From an optimization exercise on the open Yosys and OpenROAD flow, aimed at small area, a short achievable clock period and few clock cycles per item; shortcuts taken in it are not production practice. Only simulation tests tie the RTL to the original design; equivalence was not proved. No activity file was given, so power comes from the tool's default toggle rates.

**design/flow/design.v**
```verilog
package nps_pkg;
  localparam int unsigned DefQueueDepth = 16;
  localparam int unsigned IdW    = 16;
  localparam int unsigned BurstW = 16;
  localparam int unsigned PrioW  = 8;
  localparam int unsigned KindW  = 2;
  localparam int unsigned TimeW  = 20;
  localparam int unsigned SumW   = 24;
  localparam int unsigned DoneW  = 5;
  localparam int unsigned JobW   = IdW + BurstW + PrioW;
  localparam logic OP_ADD   = 1'b0;
  localparam logic OP_START = 1'b1;
  localparam logic [KindW-1:0] KIND_EXEC    = 2'd0;
  localparam logic [KindW-1:0] KIND_ADDED   = 2'd1;
  localparam logic [KindW-1:0] KIND_DROPPED = 2'd2;
  localparam logic [KindW-1:0] KIND_EMPTY   = 2'd3;
  localparam logic [1:0] TK_ADD   = 2'd0;
  localparam logic [1:0] TK_DROP  = 2'd1;
  localparam logic [1:0] TK_EMPTY = 2'd2;
  localparam logic [1:0] TK_START = 2'd3;
endpackage
import nps_pkg::*;
module nonpreemptive_priority_scheduler_unit (
  input  logic              clk,
  input  logic              rst,
  input  logic              jobs_valid,
  output logic              jobs_ready,
  input  logic              jobs_op,
  input  logic [IdW-1:0]    jobs_job_id,
  input  logic [BurstW-1:0] jobs_burst_ms,
  input  logic [PrioW-1:0]  jobs_prio_level,
  output logic              results_valid,
  input  logic              results_ready,
  output logic [KindW-1:0]  results_kind,
  output logic [IdW-1:0]    results_out_id,
  output logic [BurstW-1:0] results_out_burst,
  output logic [PrioW-1:0]  results_out_prio,
  output logic [TimeW-1:0]  results_turnaround,
  output logic [TimeW-1:0]  results_waiting,
  output logic [SumW-1:0]   results_sum_turnaround,
  output logic [SumW-1:0]   results_sum_waiting,
  output logic [DoneW-1:0]  results_jobs_done,
  output logic              results_last
);
  localparam int QD = 16;
  localparam int TD = 3;    
  function automatic logic [1:0] cmp_join(input logic [1:0] hi, input logic [1:0] lo);
    cmp_join = {hi[1] | (hi[0] & lo[1]), hi[0] & lo[0]};
  endfunction
  function automatic logic ge8(input logic [7:0] a, input logic [7:0] b);
    logic [1:0] l0 [8];
    logic [1:0] l1 [4];
    logic [1:0] l2 [2];
    logic [1:0] l3;
    for (int i = 0; i < 8; i++) l0[i] = {a[i] & ~b[i], ~(a[i] ^ b[i])};
    for (int i = 0; i < 4; i++) l1[i] = cmp_join(l0[2*i+1], l0[2*i]);
    for (int i = 0; i < 2; i++) l2[i] = cmp_join(l1[2*i+1], l1[2*i]);
    l3 = cmp_join(l2[1], l2[0]);
    ge8 = l3[1] | l3[0];
  endfunction
  function automatic logic [3:0] inc4(input logic [3:0] a, input logic c);
    logic [3:0] r;
    logic       t;
    t = c;
    for (int i = 0; i < 4; i++) begin
      r[i] = a[i] ^ t;
      t    = t & a[i];
    end
    inc4 = r;
  endfunction
  function automatic logic [3:0] cnt8(input logic [7:0] v);
    logic [7:0] s;
    logic       t;
    s = v;
    t = s[0] & s[1]; s[0] = s[0] | s[1]; s[1] = t;
    t = s[2] & s[3]; s[2] = s[2] | s[3]; s[3] = t;
    t = s[4] & s[5]; s[4] = s[4] | s[5]; s[5] = t;
    t = s[6] & s[7]; s[6] = s[6] | s[7]; s[7] = t;
    t = s[0] & s[2]; s[0] = s[0] | s[2]; s[2] = t;
    t = s[1] & s[3]; s[1] = s[1] | s[3]; s[3] = t;
    t = s[4] & s[6]; s[4] = s[4] | s[6]; s[6] = t;
    t = s[5] & s[7]; s[5] = s[5] | s[7]; s[7] = t;
    t = s[1] & s[2]; s[1] = s[1] | s[2]; s[2] = t;
    t = s[5] & s[6]; s[5] = s[5] | s[6]; s[6] = t;
    t = s[0] & s[4]; s[0] = s[0] | s[4]; s[4] = t;
    t = s[1] & s[5]; s[1] = s[1] | s[5]; s[5] = t;
    t = s[2] & s[6]; s[2] = s[2] | s[6]; s[6] = t;
    t = s[3] & s[7]; s[3] = s[3] | s[7]; s[7] = t;
    t = s[2] & s[4]; s[2] = s[2] | s[4]; s[4] = t;
    t = s[3] & s[5]; s[3] = s[3] | s[5]; s[5] = t;
    t = s[1] & s[2]; s[1] = s[1] | s[2]; s[2] = t;
    t = s[3] & s[4]; s[3] = s[3] | s[4]; s[4] = t;
    t = s[5] & s[6]; s[5] = s[5] | s[6]; s[6] = t;
    cnt8[3] = s[7];
    cnt8[2] = s[3] & ~s[7];
    cnt8[1] = (s[1] & ~s[3]) | (s[5] & ~s[7]);
    cnt8[0] = (s[0] & ~s[1]) | (s[2] & ~s[3]) | (s[4] & ~s[5]) | (s[6] & ~s[7]);
  endfunction
  function automatic logic [15:0] lowest16(input logic [15:0] v);
    logic [15:0] below;
    below = {v[14:0], 1'b0};
    for (int d = 1; d < 16; d = d * 2) begin
      for (int i = 15; i >= d; i--) below[i] = below[i] | below[i-d];
    end
    lowest16 = v & ~below;
  endfunction
  function automatic logic [12:0] add12c(input logic [11:0] a, input logic [11:0] b,
                                         input logic ci);
    logic [11:0] p, g, pp, gg;
    p  = a ^ b;
    g  = a & b;
    g[0] = g[0] | (p[0] & ci);
    pp = p;
    gg = g;
    for (int d = 1; d < 12; d = d * 2) begin
      for (int i = 11; i >= d; i--) begin
        gg[i] = gg[i] | (pp[i] & gg[i-d]);
        pp[i] = pp[i] & pp[i-d];
      end
    end
    add12c = {gg[11], p ^ {gg[10:0], ci}};
  endfunction
  function automatic logic [19:0] add20(input logic [19:0] a, input logic [19:0] b);
    logic [12:0] lo, h0, h1;
    lo = add12c({2'b00, a[9:0]}, {2'b00, b[9:0]}, 1'b0);
    h0 = add12c({2'b00, a[19:10]}, {2'b00, b[19:10]}, 1'b0);
    h1 = add12c({2'b00, a[19:10]}, {2'b00, b[19:10]}, 1'b1);
    add20 = {(lo[10] ? h1[9:0] : h0[9:0]), lo[9:0]};
  endfunction
  function automatic logic [23:0] add24(input logic [23:0] a, input logic [23:0] b);
    logic [12:0] lo, h0, h1;
    lo = add12c(a[11:0], b[11:0], 1'b0);
    h0 = add12c(a[23:12], b[23:12], 1'b0);
    h1 = add12c(a[23:12], b[23:12], 1'b1);
    add24 = {(lo[12] ? h1[11:0] : h0[11:0]), lo[11:0]};
  endfunction
  logic            ready_q;      
  logic            ready_s_q;    
  logic            in_ready;
  logic            i_v;
  logic            i_op;
  logic [PrioW-1:0] i_prio;
  logic [3:0]      i_slot;
  logic [JobW-1:0] in_job;
  logic            acc;
  assign in_job = {jobs_job_id, jobs_burst_ms, jobs_prio_level};
  assign in_ready = ready_q | (ready_s_q & (jobs_op == OP_START));
  assign acc      = jobs_valid & in_ready & ~rst;
  logic [JobW-1:0] q    [QD];
  logic [3:0]      rank [QD];
  logic [JobW-1:0] xq;               
  logic [QD-1:0]   vnew;             
  logic [QD-1:0]   dmask;            
  logic [QD-1:0]   pmask;            
  logic [4:0]      ncnt, dcnt, pcnt, ucnt;
  logic            pv, xv;
  logic            f_n15, f_n14, f_u13, f_u14, f_u15, f_d1, f_d2;
  logic i_add, i_start, full, do_wr, do_drop, do_hand;
  logic n16, wr_now, drop_now;
  logic [QD-1:0] i_oh;
  assign i_add   = i_v & (i_op == OP_ADD);
  assign i_start = i_v & (i_op == OP_START);
  assign full    = ncnt[4];
  assign do_wr   = i_add & ~full;
  assign do_drop = i_add & full;
  assign do_hand = i_start & (ncnt != 5'd0);
  assign n16      = ~i_start & (full | (f_n15 & do_wr));
  assign wr_now   = acc & (jobs_op == OP_ADD) & ~n16;
  assign drop_now = acc & (jobs_op == OP_ADD) & n16;
  always_ff @(posedge clk) begin
    i_op   <= jobs_op;
    i_prio <= jobs_prio_level;
    i_slot <= a_idx;
    i_oh   <= a_oh;
    if (rst) i_v <= 1'b0;
    else     i_v <= acc;
  end
  logic [QD-1:0] freem;
  logic [3:0]    a_idx, a_idx_n;
  logic [QD-1:0] a_oh, a_oh_n;
  assign freem = ~(vnew | dmask | pmask | (do_wr ? i_oh : '0) | (wr_now ? a_oh : '0));
  always_comb begin
    a_oh_n = lowest16(freem);
    for (int b = 0; b < 4; b++) begin
      a_idx_n[b] = 1'b0;
      for (int i = 0; i < QD; i++) begin
        if (((i >> b) & 1) == 1) a_idx_n[b] = a_idx_n[b] | a_oh_n[i];
      end
    end
  end
  always_ff @(posedge clk) begin
    a_idx <= a_idx_n;
    a_oh  <= a_oh_n;
  end
  logic [QD-1:0] ge_n, ge_q;
  logic          c2_v, c3_v;
  logic [3:0]    c2_slot;
  logic [QD-1:0] c2_oh, c3_oh;
  logic [QD-1:0] inc;
  logic [3:0]    ph_lo, ph_hi;
  logic [3:0]    psum;
  logic          pz;
  always_comb begin
    for (int i = 0; i < QD; i++) ge_n[i] = vnew[i] & ge8(q[i][PrioW-1:0], i_prio);
  end
  always_comb begin
    c2_oh = '0;
    c2_oh[c2_slot] = 1'b1;
    inc  = c2_v ? (vnew & ~c2_oh & ~ge_q) : '0;
    psum = ph_lo + ph_hi;
    pz   = (ph_lo == 4'd0) && (ph_hi == 4'd0);
  end
  always_ff @(posedge clk) begin
    if (rst) begin
      c2_v <= 1'b0;
      c3_v <= 1'b0;
    end else begin
      c2_v <= do_wr;
      c3_v <= c2_v;
    end
    ge_q    <= ge_n;
    c2_slot <= i_slot;
    c3_oh   <= c2_oh;
    ph_lo   <= cnt8(ge_q[7:0]);
    ph_hi   <= cnt8(ge_q[15:8]);
  end
  always_ff @(posedge clk) begin
    for (int i = 0; i < QD; i++) begin
      if (wr_now && a_oh[i]) q[i] <= in_job;
      if ((c3_v && c3_oh[i]) || inc[i]) begin
        rank[i] <= inc4((c3_v && c3_oh[i]) ? psum : rank[i], inc[i]);
      end
    end
    if (drop_now) xq <= in_job;
  end
  logic [1:0] tk_cnt;
  logic [1:0] tk_type [TD];
  logic [3:0] tk_slot [TD];
  logic [1:0] n_type;
  logic       push, pop;
  assign push   = i_v;
  assign n_type = (i_op == OP_START) ? ((ncnt == 5'd0) ? TK_EMPTY : TK_START)
                                     : (full ? TK_DROP : TK_ADD);
  logic        h_v, h_add, h_drop, h_start;
  logic [3:0]  h_slot;
  logic [3:0]  k;
  logic        adv, r_adv, p_adv, rd_go, drn_last, fin;
  logic [QD-1:0] rsel;
  logic [JobW-1:0] rdata;
  logic             p_v;
  logic [KindW-1:0] p_kind;
  logic [JobW-1:0]  p_job;
  logic             p_last, p_exec;
  logic [DoneW-1:0] p_done;
  logic             r_v;
  logic [KindW-1:0] r_kind;
  logic [JobW-1:0]  r_job;
  logic             r_last, r_exec;
  logic [DoneW-1:0] r_done;
  logic [TimeW-1:0] r_tat;
  logic             o_v;
  logic [KindW-1:0] o_kind;
  logic [JobW-1:0]  o_job;
  logic [TimeW-1:0] o_tat, o_wait;
  logic [SumW-1:0]  o_stat, o_swt;
  logic [DoneW-1:0] o_done;
  logic             o_last;
  logic        h_v_q, h_add_q, h_drop_q, h_start_q;
  logic        h_v_n;
  logic [1:0]  h_type_n;
  assign h_v     = h_v_q;
  assign h_add   = h_add_q;
  assign h_drop  = h_drop_q;
  assign h_start = h_start_q;
  assign h_slot  = tk_slot[0];
  assign adv     = ~o_v | results_ready;
  assign r_adv   = ~r_v | adv;
  assign p_adv   = ~p_v | r_adv;
  assign rd_go   = p_adv & h_v;
  assign drn_last = f_d1;
  assign fin     = rd_go & h_start & drn_last;
  assign pop     = rd_go & (~h_start | drn_last);
  always_comb begin
    rdata = h_drop ? xq : '0;
    for (int i = 0; i < QD; i++) begin
      rsel[i] = (h_add & (h_slot == 4'(i))) |
                (h_start & dmask[i] & ((c3_v && c3_oh[i]) ? ((k == 4'd0) & pz) : (rank[i] == k)));
      rdata   = rdata | (rsel[i] ? q[i] : '0);
    end
  end
  logic [1:0]    tk_cnt_n;
  logic [QD-1:0] vnew_n, dmask_n, pmask_n;
  logic [4:0]    ncnt_n, dcnt_n, pcnt_n, ucnt_n;
  logic          pv_n, xv_n;
  always_comb begin
    tk_cnt_n = tk_cnt + 2'(push) - 2'(pop);
    h_v_n    = (tk_cnt_n != 2'd0);
    if (tk_cnt == 2'(pop))  h_type_n = n_type;
    else if (pop)           h_type_n = tk_type[1];
    else                    h_type_n = tk_type[0];
    vnew_n = vnew;
    ncnt_n = ncnt;
    if (i_start) begin
      vnew_n = '0;
      ncnt_n = 5'd0;
    end else if (do_wr) begin
      vnew_n = vnew | i_oh;
      ncnt_n = ncnt + 5'd1;
    end
    ucnt_n = ucnt + 5'(do_wr) - 5'(rd_go & h_start);
    dmask_n = dmask;
    dcnt_n  = dcnt;
    pmask_n = pmask;
    pcnt_n  = pcnt;
    pv_n    = pv;
    if (rd_go && h_start) begin
      dmask_n = dmask & ~rsel;
      dcnt_n  = dcnt - 5'd1;
    end
    if (fin && pv) begin
      dmask_n = pmask;
      dcnt_n  = pcnt;
      pmask_n = '0;
      pcnt_n  = 5'd0;
      pv_n    = 1'b0;
    end
    if (do_hand) begin
      if ((~f_d1 & ~f_d2 || fin) && !pv) begin
        dmask_n = vnew;
        dcnt_n  = ncnt;
      end else begin
        pmask_n = vnew;
        pcnt_n  = ncnt;
        pv_n    = 1'b1;
      end
    end
    xv_n = xv;
    if (rd_go && h_drop) xv_n = 1'b0;
    if (drop_now)        xv_n = 1'b1;
  end
  logic add_e, start_e, w_e, drop_e, full2, fifo_ok, slot_ok, pm_ok;
  logic n15, rd_drn;
  logic [2:0] cpp;
  always_comb begin
    add_e   = acc & (jobs_op == OP_ADD);
    start_e = acc & (jobs_op == OP_START);
    rd_drn  = rd_go & h_start;
    n15     = ~i_start & ((f_n15 & ~do_wr) | (f_n14 & do_wr));
    w_e     = add_e & ~n16;
    drop_e  = add_e & n16;
    full2   = ~start_e & (n16 | (n15 & w_e));
    cpp     = 3'(tk_cnt) + 3'(push);
    fifo_ok = (cpp <= 3'd1) | ((cpp == 3'd2) & (pop | ~acc)) | ((cpp == 3'd3) & pop & ~acc);
    slot_ok = full2 ? ~xv_n
                    : (f_u13 | (f_u14 & ~(do_wr & w_e)) | (f_u15 & ~do_wr & ~w_e));
    pm_ok   = ~pv_n & ~(start_e & (do_hand | pv | f_d2 | (f_d1 & ~rd_drn)));
  end
  always_ff @(posedge clk) begin
    if (rst) begin
      ready_q <= 1'b1;
      ready_s_q <= 1'b1;
      tk_cnt  <= 2'd0;
      vnew    <= '0;
      dmask   <= '0;
      pmask   <= '0;
      ncnt    <= 5'd0;
      dcnt    <= 5'd0;
      pcnt    <= 5'd0;
      ucnt    <= 5'd0;
      pv      <= 1'b0;
      xv      <= 1'b0;
      k       <= 4'd0;
      f_n15   <= 1'b0;
      f_n14   <= 1'b0;
      f_u13   <= 1'b1;
      f_u14   <= 1'b0;
      f_u15   <= 1'b0;
      f_d1    <= 1'b0;
      f_d2    <= 1'b0;
      h_v_q     <= 1'b0;
      h_add_q   <= 1'b0;
      h_drop_q  <= 1'b0;
      h_start_q <= 1'b0;
    end else begin
      h_v_q     <= h_v_n;
      h_add_q   <= h_v_n & (h_type_n == TK_ADD);
      h_drop_q  <= h_v_n & (h_type_n == TK_DROP);
      h_start_q <= h_v_n & (h_type_n == TK_START);
      f_n15   <= (ncnt_n == 5'd15);
      f_n14   <= (ncnt_n == 5'd14);
      f_u13   <= (ucnt_n <= 5'd13);
      f_u14   <= (ucnt_n == 5'd14);
      f_u15   <= (ucnt_n == 5'd15);
      f_d1    <= (dcnt_n == 5'd1);
      f_d2    <= (dcnt_n >= 5'd2);
      ready_q <= fifo_ok & slot_ok & pm_ok;
      ready_s_q <= fifo_ok & pm_ok;
      tk_cnt  <= tk_cnt_n;
      vnew    <= vnew_n;
      dmask   <= dmask_n;
      pmask   <= pmask_n;
      ncnt    <= ncnt_n;
      dcnt    <= dcnt_n;
      pcnt    <= pcnt_n;
      ucnt    <= ucnt_n;
      pv      <= pv_n;
      xv      <= xv_n;
      if (rd_go && h_start) k <= drn_last ? 4'd0 : k + 4'd1;
    end
  end
  always_ff @(posedge clk) begin
    for (int j = 0; j < TD; j++) begin
      if (pop) begin
        if (j < TD - 1) begin
          tk_type[j] <= tk_type[j+1];
          tk_slot[j] <= tk_slot[j+1];
        end
      end
      if (push && (2'(j) == tk_cnt - 2'(pop))) begin
        tk_type[j] <= n_type;
        tk_slot[j] <= i_slot;
      end
    end
  end
  always_ff @(posedge clk) begin
    if (rst)        p_v <= 1'b0;
    else if (p_adv) p_v <= h_v;
    if (rd_go) begin
      p_job  <= rdata;
      p_last <= ~h_start | drn_last;
      p_exec <= h_start;
      p_done <= h_start ? (5'(k) + 5'd1) : 5'd0;
      p_kind <= h_start ? KIND_EXEC : (h_add ? KIND_ADDED : (h_drop ? KIND_DROPPED : KIND_EMPTY));
    end
  end
  always_ff @(posedge clk) begin
    if (rst)        r_v <= 1'b0;
    else if (r_adv) r_v <= p_v;
    if (r_adv && p_v) begin
      r_job  <= p_job;
      r_last <= p_last;
      r_exec <= p_exec;
      r_done <= p_done;
      r_kind <= p_kind;
    end
    if (rst) begin
      r_tat <= '0;
    end else if (r_adv && p_v) begin
      r_tat <= p_exec ? add20(r_tat, TimeW'(p_job[PrioW +: BurstW])) : '0;
    end
  end
  always_ff @(posedge clk) begin
    if (rst)      o_v <= 1'b0;
    else if (adv) o_v <= r_v;
    if (adv && r_v) begin
      o_kind <= r_kind;
      o_job  <= r_job;
      o_last <= r_last;
      o_done <= r_done;
      o_tat  <= r_tat;
      o_wait <= r_exec ? o_tat : '0;
      o_swt  <= r_exec ? o_stat : '0;
    end
    if (rst) begin
      o_stat <= '0;
    end else if (adv && r_v) begin
      o_stat <= r_exec ? add24(o_stat, SumW'(r_tat)) : '0;
    end
  end
  assign jobs_ready             = in_ready;
  assign results_valid          = o_v;
  assign results_kind           = o_kind;
  assign results_out_id         = o_job[BurstW+PrioW +: IdW];
  assign results_out_burst      = o_job[PrioW +: BurstW];
  assign results_out_prio       = o_job[PrioW-1:0];
  assign results_turnaround     = o_tat;
  assign results_waiting        = o_wait;
  assign results_sum_turnaround = o_stat;
  assign results_sum_waiting    = o_swt;
  assign results_jobs_done      = o_done;
  assign results_last           = o_last;
endmodule
```
**design/flow/flow/run.sh**
```bash
#!/bin/bash
# The standard layout (standard.sh), with two changes passed to ORFS through its
# own variables: the port buffers use a plain buffer cell, and clock tree
# synthesis inserts no dummy loads. Everything else is the standard flow.
set -euo pipefail
export BUFFER_PORTS_ARGS="-buffer_cell sky130_fd_sc_hd__buf_4"
export CTS_ARGS="-sink_clustering_enable -repair_clock_nets -dont_use_dummy_load -buf_list sky130_fd_sc_hd__clkbuf_16 -sink_clustering_size 30 -sink_clustering_max_diameter 60"
bash standard.sh > standard_flow.log 2>&1
```
**design/flow/standard.sh**
```bash
#!/bin/bash
# synth_recipe.tcl (not shown) runs the flow's synth.tcl, then flattens the netlist and writes it again
# the make line also repeats each setting of config.mk as NAME=value (left out here)
make -C /OpenROAD-flow-scripts/flow DESIGN_CONFIG=/design/flow/config.mk WORK_HOME=/design/flow/orfs CLKGATE_MAP_FILE= SYNTH_SCRIPT=/design/flow/synth_recipe.tcl "${@:-finish}"
```
**design/flow/config.mk**
```make
export PLATFORM = sky130hd
export DESIGN_NAME = nonpreemptive_priority_scheduler_unit
export DESIGN_NICKNAME = nonpreemptive_priority_scheduler_unit
export VERILOG_FILES = /design/flow/design.v
export SDC_FILE = /design/flow/constraint.sdc
export NUM_CORES = 4
export LEC_CHECK = 0
export CAP_MARGIN = 20
export CORE_MARGIN = 2
export CORE_UTILIZATION = 40
export PLACE_DENSITY = 0.6
export SETUP_SLACK_MARGIN = 2.3
export SLEW_MARGIN = 20
```
**design/flow/constraint.sdc**
```tcl
create_clock -name core_clock -period 5.0 [get_ports {clk}]
set_input_delay 1.0000 -clock core_clock [delete_from_list [all_inputs] [get_ports {clk}]]
set_output_delay 1.0000 -clock core_clock [all_outputs]
set_load 0.01 [all_outputs]
```
==> flow_metrics.env, run 1 <==
export IMPL_cap_violations=0
export IMPL_grt_total_usage_pct=22.1
export IMPL_synthXorXnorAreaFrac_pct=2.28
export IMPL_timing_final_crit_share_pct=59.9
export IMPL_p_per_area_mw_per_mm2=369
export IMPL_drt_iter0_drc=3945
export IMPL_reg2reg_slack_ns=2.01
export IMPL_reg2reg_from="r_tat[0]$_SDFFE_PP0P_"
export IMPL_p_leak_uw=0.0206
export IMPL_drive_above_1_share_pct=20.0
export IMPL_start_kind="register"
export IMPL_critical_path_class="reg2reg"
export IMPL_place_port_buffers=182
export IMPL_reg2regPathDepth=12
export IMPL_cts_tree="done"
export IMPL_synth_compound_area_share_pct=11.5
export IMPL_die_area_mm2=0.126
export IMPL_postSynth_asyncResetShare_pct=0
export IMPL_clk_path_buf_depth=3
export IMPL_initial_core_util_pct=40.4
export IMPL_holdWs_ns=0.332
export IMPL_grt_max_degree=68
export IMPL_root_buffer="clkbuf_16"
export IMPL_core_mm2=0.122
export IMPL_grt_pass1_wl_um=205000
export IMPL_final_antenna_net_count=0
export IMPL_post_drt_wl_per_cell_um=27.0
export IMPL_ir_drop_v=0.000314
export IMPL_io_pins=183
export IMPL_synth_simple_area_share_pct=8.33
export IMPL_synth_mux_area_share_pct=1.11
export IMPL_synth_warnings=53
export IMPL_synthDistinctLibCells=84
export IMPL_preCtsSetupSlack_ns=1.14
export IMPL_regToRegEndpoint="o_stat[17]$_SDFFE_PP0P_"
export IMPL_rows=128
export IMPL_syn_inst=3452
export IMPL_cts_buffers=89
export IMPL_synth_fa_ha_area_share_pct=6.23
export IMPL_fin_tns_setup_ns=0
export IMPL_grt_overflow=0
export IMPL_hold_violations=0
export IMPL_ys_flop_type="edfxtp_1"
export IMPL_hold_depth=0
export IMPL_ys_seq_area_share_pct=68.7
export IMPL_p_total_uw=21400
export IMPL_fin_skew_ns=0.0850
export IMPL_cp_max_fo=7
export IMPL_slew_headroom_pct=31.3
export IMPL_routed_wl_um=146000
export IMPL_hp_start="a_idx[2]$_DFF_P_"
export IMPL_required_ns=5.56
export IMPL_drv_slew=0
export IMPL_synth_top_family_by_area="compound AO/OA/AOI/OAI gates"
export IMPL_grt_antenna_before_repair=12
export IMPL_path_clk_slew_ns=0.08
export IMPL_ys_ff_latch=1204
export IMPL_hpwl_um=81500
export IMPL_area_growth_pct=17.7
export IMPL_die_w_um=355
export IMPL_drc=0
export IMPL_fin_crit_ns=2.99
export IMPL_final_setup_viol_count=0
export IMPL_grt_setup_unrepaired="true"
export IMPL_die_h_um=355
export IMPL_htree_levels=3
export IMPL_synth_edf_count=970
export IMPL_cp_end_kind="register"
export IMPL_cts_sinks=1204
export IMPL_clk_latency_ns=0.72
export IMPL_layout_setup_ws_ns=2.01
export IMPL_cp_arrival_ns=3.55
export IMPL_nNetsFinal=4051
export IMPL_syn_area_per_cell_um2=14.3
export IMPL_vias=31213
export IMPL_grt_pass1_vias=29602
export IMPL_hold_end="i_slot[2]$_DFF_P_"
export IMPL_synthesis_area_mm2=0.0492
export IMPL_final_core_utilization_pct=47.5
export IMPL_place_gp_congestion=0.834
export IMPL_tightestPinTransition_ns=1.03
export IMPL_drt_pass1_iter_count=7
export IMPL_fmax_mhz=334
export IMPL_syn_nets=3737
export IMPL_hold_class="reg2reg"
export IMPL_status="timing/DRC/antenna clean"
export IMPL_vias_per_cell=5.79
==> layer usage <==
| layer | share of wire [%] | GRT usage (%) | up-vias |
|---|---|---|---|
| li1 | - | - | 13940 |
| met1 | 42 | 31.6 | 15515 |
| met2 | 46 | 35.3 | 1504 |
| met3 | 9.3 | 3.63 | 238 |
| met4 | 2.6 | 5.23 | 16 |
| met5 | 0.071 | 0 | - |
==> flip-flops by register name, indices dropped and copies added (netlist names), 6 cells and up <==
signal / flops
p_job: 40
r_job: 40
vnew: 16
rank: 64
r_tat: 20
o_job: 40
i_prio: 8
c3_oh: 16
o_swt: 24
xq: 40
tk_slot: 12
o_tat: 20
o_stat: 24
ge_q: 16
dmask: 16
q: 640
tk_type: 6
o_wait: 20
a_oh: 16
i_oh: 16
pmask: 16
==> power breakdown <==
part           internal, µW  leakage (µW)  total (µW)  switching (µW)
Sequential            11600        0.0106       12100             482
Combinational          1100       0.00883        2880            1780
Clock                  3140       0.00110        6380            3240
==> placed cells by master, fill, tap and decap left out, types with 41 or more instances in the layout <==
cell type,synthesis,routed
and3_1,48,48
edfxtp_1,970,970
xor2_1,101,93
dfxtp_1,234,220
ha_1,236,224
a22o_1,54,54
a21oi_1,127,114
a221oi_2,0,53
and2_1,82,68
o21ai_0,124,108
clkbuf_16,0,97
a22oi_1,178,167
inv_1,63,52
nor2_1,143,139
nand2_1,264,255
mux2_2,41,41
nand3_1,106,102
buf_4,5,283
==> logic make-up (layout without fill, tap and decap cells) <==
kind of cell	after synthesis	in the layout
mux	49	49
flops	1204	1204
simple gates	830	835
compound gates	783	790
fa+ha+maj	243	243
other cells	0	3
buf+inv	215	515
xor+xnor	128	128
==> through the flow <==
step,cell area [µm²],cells
2_1_floorplan,49500,3452
3_3_place_gp,52800,5162
3_5_place_dp,52800,5162
4_1_cts,56200,5315
5_1_grt,57900,5389
6_report,57900,5392
==> critical path: stages (launching register included) <==
cell and delay, ns:
dfxtp_4 0.35, ha_4 0.16, fa_2 0.41, a211oi_4 0.28, nor4_1 0.08, nor2_1 0.12
buf_4 0.14, mux2_4 0.31, o21ai_4 0.16, o22ai_4 0.13, o21a_1 0.21, or3_1 0.30
a32o_1 0.24
==> what timing repair did <==
action                                  CTS  global route
pin swaps                                38            70
endpoints found under the setup margin  410           169
gates cloned                             12            11
hold buffers                              0             0
buffers inserted                         52            63
gates resized for setup                 130           171
==> synthesized netlist by cell type, types with 23 or more instances <==
| master | number | share of area (%) |
|---|---|---|
| edfxtp_1 | 970 | 59 |
| mux2_2 | 41 | 0.94 |
| nand3_1 | 106 | 1.1 |
| a21oi_1 | 127 | 1.3 |
| dfxtp_1 | 234 | 9.5 |
| o21ai_0 | 124 | 1.3 |
| and3_1 | 48 | 0.61 |
| a22o_1 | 54 | 0.96 |
| nand2_1 | 264 | 2.0 |
| ha_1 | 236 | 6.0 |
| a221oi_1 | 84 | 1.5 |
| nor3_1 | 37 | 0.38 |
| xor2_1 | 101 | 1.8 |
| buf_2 | 50 | 0.51 |
| a21o_1 | 25 | 0.38 |
| nand2b_1 | 23 | 0.29 |
| o21a_1 | 37 | 0.56 |
| nor2_1 | 143 | 1.1 |
| a222oi_1 | 40 | 0.81 |
| clkbuf_1 | 75 | 0.57 |
| nor2b_1 | 39 | 0.50 |
| inv_1 | 63 | 0.48 |
| a22oi_1 | 178 | 2.7 |
| xnor2_1 | 27 | 0.48 |
| and2_1 | 82 | 1.0 |
| nor4_1 | 28 | 0.36 |
==> worst max-delay path by stage <==
stage / from / cells past startpoint / endpoint / slack (ns)
2_1_floorplan: results_ready / 14 / f_u14$_SDFF_PP0_ / 1.06
3_3_place_gp: k[3]$_SDFFE_PP0P_ / 9 / p_job[4]$_DFFE_PP_ / 1.21
3_5_place_dp: k[3]$_SDFFE_PP0P_ / 9 / p_job[3]$_DFFE_PP_ / 1.14
4_1_cts: r_tat[0]$_SDFFE_PP0P_ / 12 / o_stat[17]$_SDFFE_PP0P_ / 2.00
5_1_grt: o_stat[0]$_SDFFE_PP0P_ / 12 / o_stat[17]$_SDFFE_PP0P_ / 1.89
6_report: r_tat[0]$_SDFFE_PP0P_ / 12 / o_stat[17]$_SDFFE_PP0P_ / 2.01
==> layout make-up <==
class                      count  area, µm²
antenna                        3       7.51
clock buffer                  89       2230
fill                       10558      64000
inverter                      66        288
multi-input combinational   2045      16000
sequential                  1204      33900
tap                         1625       2030
timing repair buffer         359       3470
timing repair inverter         1       8.76
Testbench counts, summed over its fixed seeds: cycles 14,488, items 8,000.
==> run 2, diff against run 1 <==
--- a/design/flow/config.mk
+++ b/design/flow/config.mk
@@ -7,2 +7,3 @@
 export LEC_CHECK = 0
+export ABC_AREA = 1
 export CAP_MARGIN = 20
==> run 2 against run 1 <==
Compared with the run above: synthesized area up 4.7%; sequential cell count unchanged; fmax up 14%; critical path type unchanged; clock power up 6.3%; largest power group unchanged; core utilization down 1.6 points; die area up 4.6%; design area up 1.2%.
==> flow_metrics.env, run 2 <==
export IMPL_final_antenna_net_count=0
export IMPL_status="timing/DRC/antenna clean"
export IMPL_ctsHoldBuffers=0
export IMPL_hp_start="a_oh[0]$_DFF_P_"
export IMPL_cts_tree="done"
export IMPL_tightestPinTransition_ns=1.11
export IMPL_drt_pass1_iter_count=6
export IMPL_initial_core_util_pct=40.3
export IMPL_reg2reg_slack_ns=2.37
export IMPL_hpwl_um=86600
export IMPL_regToRegEndpoint="p_job[15]$_DFFE_PP_"
export IMPL_sequentialPowerShare_pct=55.4
export IMPL_fin_skew_ns=0.0824
export IMPL_grt_max_degree=69
export IMPL_reg_top3="q: 640 flops, rank: 64 flops"
export IMPL_synthesis_area_mm2=0.0515
export IMPL_fin_area_mm2=0.0586
export IMPL_synth_simple_area_share_pct=18.2
export IMPL_holdWs_ns=0.324
export IMPL_synthXorXnorAreaFrac_pct=1.73
export IMPL_nNetsFinal=5303
export IMPL_cpPeakStageDelay_ns=0.32
export IMPL_multi_input_area_mm2=0.0162
export IMPL_cp_slowest_cell="dfxtp_1"
export IMPL_post_dp_cell_area_mm2=0.0552
export IMPL_htree_levels=3
export IMPL_post_synth_top_count_cell="nand2_1"
export IMPL_cts_sinks=1204
export IMPL_cp_arrival_ns=3.15
export IMPL_routed_wl_um=137000
export IMPL_synth_fa_ha_area_share_pct=5.89
export IMPL_p_leak_uw=0.0232
export IMPL_post_drt_wl_per_cell_um=20.6
export IMPL_nFillCells=11634
export IMPL_place_port_buffers=182
export IMPL_place_gp_congestion=0.930
export IMPL_combinationalPowerShare_pct=13.0
export IMPL_met2_usage_pct=32.9
export IMPL_synth_edf_count=970
export IMPL_ys_flop_type="edfxtp_1"
export IMPL_critPathTopFamily="simple AND/OR/NAND/NOR gates"
export IMPL_clk_latency_ns=0.72
export IMPL_drv_slew=0
export IMPL_drc=0
export IMPL_p_per_area_mw_per_mm2=367
export IMPL_ff_latch_area_mm2=0.0338
export IMPL_ys_seq_area_share_pct=65.6
export IMPL_reg2reg_from="k[2]$_SDFFE_PP0P_"
export IMPL_cp_num_buf_inv=2
export IMPL_synth_mux_area_share_pct=0.333
export IMPL_drt_iter0_drc=3291
export IMPL_grt_busiest_layer="met2"
export IMPL_yosys_area_top_type="edfxtp_1"
export IMPL_largest_register_ffs=640
export IMPL_drive_above_1_share_pct=11.4
export IMPL_vias_per_cell=5.17
export IMPL_grt_overflow=0
export IMPL_hold_class="reg2reg"
export IMPL_timing_final_crit_share_pct=52.5
export IMPL_grt_pass1_wl_um=201000
export IMPL_syn_area_per_cell_um2=10.9
export IMPL_switching_share_pct=26.1
export IMPL_die_area_mm2=0.132
export IMPL_yosys_top_cells_area="edfxtp_1 (57%), nand2_1 (10%), dfxtp_1 (9.1%)"
export IMPL_top_register="q"
export IMPL_syn_inst=4747
export IMPL_required_ns=5.53
export IMPL_grt_setup_unrepaired="true"
export IMPL_reg2regPathDepth=12
export IMPL_core_mm2=0.128
export IMPL_vias=34519
export IMPL_hold_depth=0
export IMPL_cp_end_kind="register"
export IMPL_area_growth_pct=13.8
export IMPL_clk_path_buf_depth=3
export IMPL_slew_headroom_pct=25.3
export IMPL_syn_nets=5032
export IMPL_final_cell_mix="nand2_1 (1378), edfxtp_1 (970), inv_1 (356)"
export IMPL_met1_usage_pct=28.2
export IMPL_root_buffer="clkbuf_16"
export IMPL_ir_drop_v=0.000285
export IMPL_cap_violations=0
export IMPL_path_common_cell="nand3_1"
export IMPL_synth_top_family_by_area="simple AND/OR/NAND/NOR gates"
export IMPL_p_sw_uw=5600
export IMPL_ys_ff_latch=1204
export IMPL_yosys_area_top_type_share_pct=56.6
export IMPL_die_w_um=363
export IMPL_clock_power_share_pct=31.6
export IMPL_crit_chain="buf_4 > or2_1 > nor2_1 > nand3_4 > nand3_1 > nand3b_1 > nand2_8 > buf_8 > nand2_1 > nand3_1 > nor2_1 > nand3_1"
export IMPL_hold_end="i_oh[0]$_DFF_P_"
export IMPL_ys_top_cells_by_count="nand2_1 (1403), edfxtp_1 (970), inv_1 (386)"
export IMPL_hold_violations=0
export IMPL_fin_tns_setup_ns=0
export IMPL_synthDistinctLibCells=52
export IMPL_p_int_uw=15900
export IMPL_layout_commonest_cell="nand2_1"
export IMPL_grt_antenna_before_repair=3
export IMPL_synth_warnings=53
export IMPL_postSynth_asyncResetShare_pct=0
export IMPL_grt_pass1_vias=32315
export IMPL_critical_path_class="reg2reg"
export IMPL_met3_usage_pct=2.40
export IMPL_die_h_um=363
export IMPL_cp_max_fo=19
export IMPL_path_clk_slew_ns=0.09
export IMPL_fin_crit_ns=2.63
export IMPL_rows=131
export IMPL_fmax_mhz=381
export IMPL_synth_compound_area_share_pct=4.11
export IMPL_p_total_uw=21500
export IMPL_final_setup_viol_count=0
export IMPL_cts_buffers=99
export IMPL_io_pins=183
export IMPL_start_kind="register"
export IMPL_grt_total_usage_pct=20.0
[run 2: cell count changes after synthesis, moves of 47 or more]
cell | before | now
a22o_1 | 54 | 0
nor2_1 | 143 | 363
nand2_1 | 264 | 1403
a21oi_1 | 127 | 183
nand3_1 | 106 | 300
inv_1 | 63 | 386
o21ai_0 | 124 | 171
a22oi_1 | 178 | 1
and3_1 | 48 | 1
and2_1 | 82 | 1
xor2_1 | 101 | 49
a221oi_1 | 84 | 1
[run 2: worst reg2reg max path, cell delays in order, from the launching register on]
cell      delay, ns
dfxtp_1        0.32
buf_4          0.19
or2_1          0.24
nor2_1         0.18
nand3_4        0.23
nand3_1        0.14
nand3b_1       0.21
nand2_8        0.26
buf_8          0.31
nand2_1        0.09
nand3_1        0.08
nor2_1         0.05
nand3_1        0.20
[run 2: cell type report]
| type | instances | area share (%) |
|---|---|---|
| timing repair inverter | 5 | 0.0427 |
| timing repair buffer | 290 | 4.09 |
| antenna | 1 | 0.00427 |
| tap | 1662 | 3.55 |
| multi-input combinational | 3026 | 27.7 |
| inverter | 392 | 2.69 |
| clock buffer | 99 | 4.23 |
| sequential | 1204 | 57.7 |
[run 2: routing by layer]
metal,up-vias,routed length [µm]
li1,16544,-
met1,16703,62100
met2,1082,63600
met3,184,8610
met4,6,3130
met5,-,40
[run 2: worst max-delay path by stage]
stage          slack, ns  depth (start not counted)                 endpoint               start
2_1_floorplan       1.52                         15  tk_slot[0][0]$_DFFE_PP_       results_ready
3_3_place_gp        1.40                          7       q[2][31]$_DFFE_PP_                 rst
3_5_place_dp        1.34                          7      q[10][34]$_DFFE_PP_                 rst
4_1_cts             2.24                          7       q[8][17]$_DFFE_PP_                 rst
5_1_grt             2.25                         11    rank[15][3]$_DFFE_PP_  c2_slot[0]$_DFF_P_
6_report            2.37                         12      p_job[15]$_DFFE_PP_   k[2]$_SDFFE_PP0P_
[run 2: cells by family (layout without fill, tap and decap cells)]
kind of cell,count (synthesis),count (layout)
compound gates,401,401
xor+xnor,101,101
fa+ha+maj,240,240
buf+inv,521,786
flops,1204,1204
mux,17,17
other cells,0,1
simple gates,2263,2267
[run 2: power by group through the flow]
stage | clock (µW) | combinational [µW] | sequential, µW
after floorplan | 0 | 1670 | 12000
after global placement | 0 | 2620 | 12200
after detailed placement | 0 | 2650 | 12100
after CTS | 6930 | 2680 | 11900
after global routing | 7240 | 3110 | 12000
final | 6780 | 2790 | 11900
[run 2: repair_timing]
item	CTS	global route
setup buffers	7	33
hold endpoints to repair	0	0
pin swaps	1	9
setup endpoints to repair	272	270
resized for setup	35	71
cloned	2	7
[run 2: through the flow]
stage / std cells / utilization, % / worst slack [ns]
after detailed placement: 6530 / 43.2 / 1.34
after global placement: 6530 / 43.2 / 1.40
after floorplan: 4747 / - / 1.52
final: 6679 / 45.9 / 2.37
after CTS: 6638 / 45.3 / 2.24
after global routing: 6678 / 45.9 / 2.25
==> run 3, diff against run 2 <==
--- a/design/flow/config.mk
+++ b/design/flow/config.mk
@@ -7,3 +7,2 @@
 export LEC_CHECK = 0
-export ABC_AREA = 1
 export CAP_MARGIN = 20
@@ -12,3 +11,3 @@
 export PLACE_DENSITY = 0.6
-export SETUP_SLACK_MARGIN = 2.3
+export SETUP_SLACK_MARGIN = 2.5
 export SLEW_MARGIN = 20
==> run 3 against run 2 <==
Compared with the run above: still clean; synthesized cell count fell by 27%; routed wire length rose by 17%; clock power fell by 3.4%; critical path depth did not move; sequential share of layout area fell by 2.7 points; core utilization rose by 4.6 points; critical path type unchanged; critical endpoint is now o_stat[17]$_SDFFE_PP0P_.
==> flow_metrics.env, run 3 <==
export IMPL_status="timing/DRC/antenna clean"
export IMPL_drt_iter0_drc=4418
export IMPL_layout_commonest_cell="edfxtp_1"
export IMPL_cap_violations=0
export IMPL_crit_chain="ha_4 > fa_2 > a211oi_4 > nor4_1 > nor2_1 > buf_4 > mux2_4 > o21ai_4 > o22ai_4 > o21a_1 > or3_1 > a32o_1"
export IMPL_post_drt_wl_per_cell_um=29.0
export IMPL_syn_nets=3737
export IMPL_start_kind="register"
export IMPL_cp_end_kind="register"
export IMPL_required_ns=5.57
export IMPL_vias=33232
export IMPL_holdWs_ns=0.355
export IMPL_ys_ff_latch=1204
export IMPL_timing_final_crit_share_pct=60.0
export IMPL_critical_path_class="reg2reg"
export IMPL_ys_top_cells_by_count="edfxtp_1 (970), nand2_1 (264), ha_1 (236)"
export IMPL_rows=128
export IMPL_synth_edf_count=970
export IMPL_initial_core_util_pct=40.4
export IMPL_nNetsFinal=4219
export IMPL_grt_overflow=0
export IMPL_postSynth_asyncResetShare_pct=0
export IMPL_met3_usage_pct=5.23
export IMPL_place_port_buffers=182
export IMPL_tightestPinTransition_ns=1.26
export IMPL_path_clk_slew_ns=0.07
export IMPL_hold_class="reg2reg"
export IMPL_grt_max_degree=74
export IMPL_final_cell_mix="edfxtp_1 (970), buf_4 (329), nand2_1 (248)"
export IMPL_fmax_mhz=333
export IMPL_clk_path_buf_depth=3
export IMPL_reg_top3="q: 640 flops, rank: 64 flops"
export IMPL_synthesis_area_mm2=0.0492
export IMPL_yosys_top_cells_area="edfxtp_1 (59%), dfxtp_1 (9.5%), ha_1 (6.0%)"
export IMPL_final_setup_viol_count=0
export IMPL_synthDistinctLibCells=84
export IMPL_fin_tns_setup_ns=0
export IMPL_cpPeakStageDelay_ns=0.39
export IMPL_drive_above_1_share_pct=27.0
export IMPL_top_register="q"
export IMPL_cp_arrival_ns=3.57
export IMPL_stdcell_count=5559
export IMPL_final_antenna_net_count=0
export IMPL_hold_violations=0
export IMPL_met2_usage_pct=38.8
export IMPL_critPathTopFamily="compound AO/OA/AOI/OAI gates"
export IMPL_synth_fa_ha_area_share_pct=6.23
export IMPL_io_pins=183
export IMPL_synth_simple_area_share_pct=8.33
export IMPL_drt_pass1_iter_count=9
export IMPL_ctsHoldBuffers=0
export IMPL_cts_sinks=1204
export IMPL_clk_latency_ns=0.74
export IMPL_cp_slowest_cell="fa_2"
export IMPL_die_h_um=355
export IMPL_syn_area_per_cell_um2=14.3
export IMPL_routed_wl_um=161000
export IMPL_synth_warnings=53
export IMPL_fin_crit_ns=3.00
export IMPL_cp_num_buf_inv=1
export IMPL_grt_busiest_layer="met2"
export IMPL_grt_antenna_before_repair=9
export IMPL_slew_headroom_pct=16.1
export IMPL_dp_cells=5170
export IMPL_reg2reg_slack_ns=2.00
export IMPL_ys_flop_type="edfxtp_1"
export IMPL_cts_tree="done"
export IMPL_die_area_mm2=0.126
export IMPL_root_buffer="clkbuf_16"
export IMPL_ir_drop_v=0.000292
export IMPL_synth_mux_area_share_pct=1.11
export IMPL_htree_levels=3
export IMPL_met1_usage_pct=34.4
export IMPL_p_leak_uw=0.0221
export IMPL_grt_pass1_vias=31384
export IMPL_preCtsSetupSlack_ns=1.02
export IMPL_vias_per_cell=5.98
export IMPL_drv_slew=0
export IMPL_grt_total_usage_pct=24.7
export IMPL_cp_max_fo=6
export IMPL_cts_buffers=92
export IMPL_largest_register_ffs=640
export IMPL_area_growth_pct=25.1
export IMPL_synth_compound_area_share_pct=11.5
export IMPL_ys_seq_area_share_pct=68.7
export IMPL_hpwl_um=82700
export IMPL_yosys_area_top_type="edfxtp_1"
export IMPL_synth_top_family_by_area="compound AO/OA/AOI/OAI gates"
export IMPL_fin_skew_ns=0.106
export IMPL_grt_setup_unrepaired="true"
export IMPL_synthXorXnorAreaFrac_pct=2.28
export IMPL_drc=0
export IMPL_grt_pass1_wl_um=225000
export IMPL_core_mm2=0.122
export IMPL_p_per_area_mw_per_mm2=359
export IMPL_post_synth_top_count_cell="edfxtp_1"
export IMPL_place_gp_congestion=0.835
export IMPL_layout_setup_ws_ns=2.00
export IMPL_syn_inst=3452
export IMPL_die_w_um=355
export IMPL_yosys_area_top_type_share_pct=59.2
## run 3: cell type report
type | instances | area (µm²)
Tap cell | 1625 | 2030
Timing Repair inverter | 1 | 8.76
Clock buffer | 92 | 2300
Antenna cell | 2 | 5.00
Timing Repair Buffer | 522 | 6100
Sequential cell | 1204 | 33900
Inverter | 66 | 298
Fill cell | 10062 | 60300
Multi-Input combinational cell | 2047 | 16900
## run 3: cell families (layout without fill, tap and decap cells)
family	after synthesis	after routing
adder cells (fa/ha/maj)	243	243
AND/OR/NAND/NOR	830	832
AO/OA/AOI/OAI	783	795
buffers and inverters	215	681
flip-flops	1204	1204
multiplexers	49	49
XOR/XNOR	128	128
other	0	2
## run 3: final timing paths
| path | end | cells past startpoint | from |
|---|---|---|---|
| max | o_stat[17]$_SDFFE_PP0P_ | 12 | r_tat[0]$_SDFFE_PP0P_ |
| min reg2reg | i_oh[11]$_DFF_P_ | 0 | a_oh[11]$_DFF_P_ |
| max reg2reg | o_stat[17]$_SDFFE_PP0P_ | 12 | r_tat[0]$_SDFFE_PP0P_ |
| min | i_oh[11]$_DFF_P_ | 0 | a_oh[11]$_DFF_P_ |
## run 3: per-layer routing
metal  part of all wire, %  up-vias  wire (µm)
li1                      -    14347          -
met1                    40    16677      64900
met3                    11      303      17600
met5                 0.029        -         46
met2                    45     1897      73400
met4                   3.4        8       5420
## run 3: worst reg2reg max path: stages (launching register included)
cell      delay [ns]
dfxtp_4         0.36
ha_4            0.16
fa_2            0.39
a211oi_4        0.30
nor4_1          0.07
nor2_1          0.11
buf_4           0.14
mux2_4          0.31
o21ai_4         0.16
o22ai_4         0.14
o21a_1          0.21
or3_1           0.31
a32o_1          0.25
## run 3: power by group
| part | internal [µW] | leakage (µW) | switching, µW |
|---|---|---|---|
| Combinational | 1420 | 0.0103 | 2030 |
| Sequential | 11600 | 0.0106 | 487 |
| Clock | 3230 | 0.00113 | 3310 |
## run 3: metrics by stage
stage,power (µW),utilization (%),cell area (µm²)
2_1_floorplan,13600,-,49600
3_3_place_gp,14700,43.4,52900
3_5_place_dp,14700,43.4,53000
4_1_cts,21900,49.3,60000
5_1_grt,22800,50.5,61600
6_report,22100,50.5,61600
## run 3: what timing repair did
item	in CTS	in global routing
gates cloned	49	9
resized for setup	394	174
setup endpoints to repair	677	188
pin swaps	180	143
setup buffers	175	62
==> run 4, diff against run 3 <==
--- a/design/flow/config.mk
+++ b/design/flow/config.mk
@@ -7,2 +7,3 @@
 export LEC_CHECK = 0
+export ABC_AREA = 1
 export CAP_MARGIN = 20
==> run 4 against run 3 <==
Compared with the run above: die area rose by 4.6%; worst setup slack gained 0.44 ns; fmax up 17%; first-iteration DRC count down 34%; still clean; highest routed layer unchanged; design area shrank 2.9%.
==> flow_metrics.env, run 4 <==
export IMPL_status="timing/DRC/antenna clean"
export IMPL_final_core_utilization_pct=46.8
export IMPL_yosys_area_top_type_share_pct=56.6
export IMPL_clk_path_buf_depth=3
export IMPL_root_buffer="clkbuf_16"
export IMPL_synth_edf_count=970
export IMPL_grt_antenna_before_repair=9
export IMPL_area_growth_pct=16.0
export IMPL_p_per_area_mw_per_mm2=367
export IMPL_grt_setup_unrepaired="true"
export IMPL_ctsHoldBuffers=0
export IMPL_core_mm2=0.128
export IMPL_nNetsFinal=5346
export IMPL_grt_total_usage_pct=20.3
export IMPL_sequentialPowerShare_pct=54.8
export IMPL_grt_max_degree=75
export IMPL_final_setup_viol_count=0
export IMPL_cap_violations=0
export IMPL_place_port_buffers=182
export IMPL_postSynth_asyncResetShare_pct=0
export IMPL_die_w_um=363
export IMPL_p_int_uw=16200
export IMPL_path_clk_slew_ns=0.06
export IMPL_p_total_uw=21900
export IMPL_ys_top_cells_by_count="nand2_1 (1403), edfxtp_1 (970), inv_1 (386)"
export IMPL_drt_pass1_iter_count=5
export IMPL_ys_ff_latch=1204
export IMPL_synthDistinctLibCells=52
export IMPL_drt_iter0_drc=2900
export IMPL_hp_start="a_idx[2]$_DFF_P_"
export IMPL_final_cell_mix="nand2_1 (1364), edfxtp_1 (970), inv_1 (349)"
export IMPL_start_kind="input port"
export IMPL_diodes=0
export IMPL_cts_buffers=102
export IMPL_io_pins=183
export IMPL_hold_depth=0
export IMPL_ir_drop_v=0.000286
export IMPL_switching_share_pct=26.3
export IMPL_dp_cells=6527
export IMPL_ys_seq_area_share_pct=65.6
export IMPL_yosys_area_top_type="edfxtp_1"
export IMPL_die_area_mm2=0.132
export IMPL_die_h_um=363
export IMPL_fin_crit_ns=2.56
export IMPL_p_leak_uw=0.0236
export IMPL_reg_top3="q: 640 flops, rank: 64 flops"
export IMPL_hold_end="i_slot[2]$_DFF_P_"
export IMPL_stdcell_count=6721
export IMPL_vias_per_cell=5.16
export IMPL_vias=34710
export IMPL_cp_end_kind="register"
export IMPL_grt_pass1_wl_um=203000
export IMPL_drc=0
export IMPL_clock_power_share_pct=31.4
export IMPL_fin_skew_ns=0.0766
export IMPL_syn_nets=5032
export IMPL_required_ns=5.30
export IMPL_post_drt_wl_per_cell_um=20.8
export IMPL_reg2reg_from="c2_slot[1]$_DFF_P_"
export IMPL_cp_arrival_ns=2.86
export IMPL_routed_wl_um=140000
export IMPL_syn_inst=4747
export IMPL_clk_latency_ns=0.72
export IMPL_grt_pass1_vias=32634
export IMPL_tightestPinTransition_ns=0.959
export IMPL_synthesis_area_mm2=0.0515
export IMPL_reg2regPathDepth=10
export IMPL_yosys_top_cells_area="edfxtp_1 (57%), nand2_1 (10%), dfxtp_1 (9.1%)"
export IMPL_cts_tree="done"
export IMPL_p_sw_uw=5760
export IMPL_largest_register_ffs=640
export IMPL_critical_path_class="in2reg"
export IMPL_combinationalPowerShare_pct=13.8
export IMPL_syn_area_per_cell_um2=10.9
export IMPL_initial_core_util_pct=40.3
export IMPL_slew_headroom_pct=35.2
export IMPL_ys_flop_type="edfxtp_1"
export IMPL_fmax_mhz=390
export IMPL_synth_warnings=53
export IMPL_place_gp_congestion=0.894
export IMPL_grt_overflow=0
export IMPL_drive_above_1_share_pct=13.5
export IMPL_timing_final_crit_share_pct=51.2
export IMPL_post_dp_cell_area_mm2=0.0552
export IMPL_reg2reg_slack_ns=2.48
export IMPL_cts_sinks=1204
export IMPL_fin_area_mm2=0.0598
export IMPL_fin_tns_setup_ns=0
export IMPL_post_synth_top_count_cell="nand2_1"
export IMPL_cp_max_fo=21
export IMPL_regToRegEndpoint="rank[10][3]$_DFFE_PP_"
export IMPL_layout_commonest_cell="nand2_1"
export IMPL_rows=131
export IMPL_hold_violations=0
export IMPL_hold_class="reg2reg"
export IMPL_final_antenna_net_count=0
export IMPL_drv_slew=0
export IMPL_top_register="q"
export IMPL_htree_levels=3
export IMPL_hpwl_um=87400
## run 4: kinds of logic (layout without fill, tap and decap cells)
group	after synthesis	count (layout)	share of synthesized area [%]
simple gates	2263	2272	18.2
flops	1204	1204	65.6
buf+inv	521	824	4.06
compound gates	401	401	4.11
fa+ha+maj	240	240	5.89
xor+xnor	101	101	1.73
mux	17	17	0.333
## run 4: through the flow
step / hold slack [ns] / setup WS, ns
detailed placement: 0.312 / 1.62
CTS: 0.325 / 2.34
global route: 0.330 / 2.36
floorplan: 0.310 / 1.52
finish: 0.327 / 2.44
global placement: 0.313 / 1.66
## run 4: what timing repair did
action | CTS | global route
pin swaps | 13 | 15
gates cloned | 8 | 7
setup endpoints to repair | 534 | 204
resized for setup | 112 | 118
buffers inserted | 36 | 39
## run 4: power groups by stage
stage               clock network, µW  registers [µW]  logic (µW)
detailed placement                  0           12200        2570
global route                     7360           12100        3350
global placement                    0           12300        2540
CTS                              7030           12000        2730
floorplan                           0           12000        1680
finish                           6880           12000        3030
## run 4: worst max-delay path by stage
| stage | from | endpoint |
|---|---|---|
| final | rst | q[0][9]$_DFFE_PP_ |
| after global routing | i_v$_SDFF_PP0_ | q[11][7]$_DFFE_PP_ |
| after CTS | ncnt[4]$_SDFF_PP0_ | q[7][29]$_DFFE_PP_ |
| after detailed placement | results_ready | r_tat[11]$_SDFFE_PP0P_ |
| after global placement | results_ready | r_tat[11]$_SDFFE_PP0P_ |
| after floorplan | results_ready | tk_slot[0][0]$_DFFE_PP_ |
## run 4: final cells by class
class                           count  area [µm²]
Sequential cell                  1204       33800
Tap cell                         1662        2080
Inverter                          392        1620
Timing Repair inverter              6        40.0
Clock buffer                      102        2550
Multi-Input combinational cell   3031       16800
Timing Repair Buffer              324        2810
Fill cell                       11510       67900
## run 4: worst max-delay path: stages
cell and delay (ns):
buf_4 0.17, nor2_4 0.14, nand2_4 0.08, nor2_4 0.21, nand3_1 0.18, clkinvlp_4 0.54, buf_4 0.52
## run 4: layer usage
layer | share of wire (%) | global-route usage [%]
met5 | 0.062 | 0
met4 | 3.0 | 5.65
met3 | 6.6 | 3.35
met2 | 46 | 33.0
met1 | 45 | 28.1

[static timing again, ports no longer ideal]
Ports are ideal in the flow. The routed layouts listed here were re-timed in OpenROAD.
Step 1 sets driving cells, clkbuf_16 on the clock port and buf_2 on the other inputs (assumed; they add their load-dependent delay and slew).
Step 2 adds t to the input delays and takes it off the output delays; t is the mean of the earliest and latest rising clock arrival at the registers after step 1. Input paths then give back, and output paths get back, about the clock's delay inside the block.
a / b / c = no drivers / after step 1 / after step 2; a / b = the first two.
run | t, ns | setup WS [ns] | worst register clock-pin slew, ns
run 1 | 0.738 | 2.005 / 2.005 / 1.599 | 0.10 / 0.10
run 2 | 0.746 | 2.373 / 2.373 / 1.687 | 0.10 / 0.10
run 3 | 0.750 | 2.001 / 2.001 / 1.753 | 0.10 / 0.10
run 4 | 0.752 | 2.438 / 2.484 / 1.737 | 0.10 / 0.10
After both steps setup and hold are still met in every run listed. For run 4, which loses most, drivers alone change the setup slack by +0.046 ns; drivers and shift together by -0.701 ns.
